This design comes from an exercise in tuning for small area and a short achievable clock period on the open sky130 flow, not from production work.
RTL that was checked went through simulation tests only; none was proved equivalent to the original.

run 2:
// i2c_register_transfer_sequencer_top
module i2c_register_transfer_sequencer_top (
   input  logic       clock,
   input  logic       reset,
   input  logic       req_valid,
   output logic       req_ready,
   input  logic [1:0] req_func,
   input  logic [6:0] req_slave_address,
   input  logic [7:0] req_register_address,
   input  logic [7:0] req_byte_count,
   input  logic [7:0] req_buffer_index,
   input  logic [7:0] req_write_byte,
   input  logic       req_nack_seen,
   input  logic       req_bus_collision,
   input  logic [7:0] req_received_byte,
   output logic       rsp_valid,
   input  logic       rsp_ready,
   output logic       rsp_accepted,
   output logic [2:0] rsp_bus_action,
   output logic [7:0] rsp_tx_byte,
   output logic       rsp_rx_valid,
   output logic [7:0] rsp_rx_index,
   output logic [7:0] rsp_rx_data,
   output logic [1:0] rsp_transfer_status
);
clock: 7.5 ns
lec_check: 0
cap_margin: 20
core_margin: 2
core_utilization: 55
cts_buf_list: sky130_fd_sc_hd__clkbuf_8
cts_cluster_diameter: 45
cts_cluster_size: 14
place_density: 0.65
setup_slack_margin: 4.2
slew_margin: 20
synth_hierarchical: 1
synth_minimum_keep_size: 0
run.sh (not shown) runs the stock make flow with config.mk's settings and CLKGATE_MAP_FILE= SYNTH_SCRIPT=/design/flow/synth_recipe.tcl, a recipe that flattens the netlist after the stock synthesis.
For run 1, these inputs were changed with respect to run 2:
--- a/flow/design.v
+++ b/flow/design.v
@@ -117,22 +117,22 @@
    logic [7:0] ra_q;
    logic [7:0] cnt_q;
    logic [7:0] pos_q;
    logic       rd_q;
    logic       vld_q;
    logic       acc_q;
    logic [2:0] act_q;
    logic [7:0] dat_n_q;
    logic       txs_q;
    logic       rxv_q;
-   logic [1:0][15:0] sel_lo_n_q;
-   logic [15:0]      sel_hi_n_q;
+   logic [15:0] sel_lo_n_q;
+   logic [15:0] sel_hi_n_q;
    logic accept;
    assign req_ready = !vld_q || rsp_ready;
    assign accept    = req_valid && req_ready;
    logic [15:0] wr_hi_n_q;
    logic [15:0] wr_lo_n_q;
    logic [7:0]  wd_q;
    logic        byp_q;
    logic        load_acc;
    assign load_acc = accept && (req_func == i2crts_pkg::FUNC_LOAD);
    always_ff @(posedge clock) begin
@@ -147,21 +147,21 @@
       for (int i = 0; i < 255; i++) begin
          if (!(wr_hi_n_q[i / 16] || wr_lo_n_q[i % 16])) begin
             mem_q[i] <= wd_q;
          end
       end
    end
    logic [254:0] sel;
    logic         ph_sa, ph_sr, ph_ra, ph_rx;
    always_comb begin
       for (int i = 0; i < 255; i++) begin
-         sel[i] = !(sel_hi_n_q[i / 16] || sel_lo_n_q[i / 128][i % 16]);
+         sel[i] = !(sel_hi_n_q[i / 16] || sel_lo_n_q[i % 16]);
       end
    end
    assign ph_sa = (ph_q == PH_SEND_ADDR);
    assign ph_sr = (ph_q == PH_SEND_REG);
    assign ph_ra = (ph_q == PH_READ_ADDR);
    assign ph_rx = (ph_q == PH_RX_BYTE);
    logic [7:0] dat_n_d;
    for (genvar b = 0; b < 8; b++) begin : g_lane
       logic [84:0] n;
       logic        o1, o2;
@@ -348,22 +348,21 @@
       if (accept) begin
          pos_q <= pos_d;
          for (int i = 0; i < 16; i++) begin
             sel_hi_n_q[i] <= (pos_d[7:4] != 4'(i));
          end
       end
       if (reset) begin
          sel_lo_n_q <= '1;
       end else if (accept) begin
          for (int i = 0; i < 16; i++) begin
-            sel_lo_n_q[0][i] <= (ph_d != PH_SEND_DATA) || pos_d[7] || (pos_d[3:0] != 4'(i));
-            sel_lo_n_q[1][i] <= (ph_d != PH_SEND_DATA) || !pos_d[7] || (pos_d[3:0] != 4'(i));
+            sel_lo_n_q[i] <= (ph_d != PH_SEND_DATA) || (pos_d[3:0] != 4'(i));
          end
       end
       if (accept && start_d) begin
          sa_q  <= req_slave_address;
          ra_q  <= req_register_address;
          cnt_q <= req_byte_count;
          rd_q  <= req_func[1];
       end
       if (req_ready) begin
          acc_q   <= acc_d;
Notes after the runs:
- The HPWL reported at the end of detailed placement of run 1 was superior to that of run 2.
- From run 2 to run 1 the numbers moved as follows: wire length down 5600 um; mux cell area share after synthesis flat; simple-gate share of the synthesized area down 0.18 points; global-route total usage across every layer down 0.52 points; sequential standard cell area down about 0.45%.
- Relative to run 2, number of signal-net buffers in the layout has increased by 2.1% in run 1.
- Run 1: share of the clock period used by the worst path 0.53 points below run 2
For run 2, only the layout was checked, not whether the RTL still works.

separate check: timing with driven ports:
The flow's constraints put no driver on any port. The routed layouts listed below were extracted and timed again, unchanged, in two steps. Step 1, drivers: a clkbuf_16 drives clock and a buf_2 each remaining input, both assumed. Step 2 adds t to the input delays and takes it off the output delays; t is the mean of the earliest and latest rising clock arrival at the registers after step 1. Input paths then give back, and output paths get back, about the clock's delay inside the block. a / b / c = ideal / step 1 / step 2; a / b = the first two.
run | t (ns) | slack for setup (ns) | hold slack, ns | worst register clock-pin slew, ns | cell pins on the clock port's net
run 2 | 1.039 | 4.001 / 3.928 / 3.323 | 0.500 / 0.500 / 0.500 | 0.10 / 0.10 | 1
run 1 | 1.014 | 4.041 / 3.966 / 3.310 | 0.523 / 0.523 / 0.523 | 0.09 / 0.09 | 1
After both steps every run listed still meets setup and hold. For run 1, which loses most, drivers alone change the setup slack by -0.075 ns; drivers and shift together by -0.731 ns.
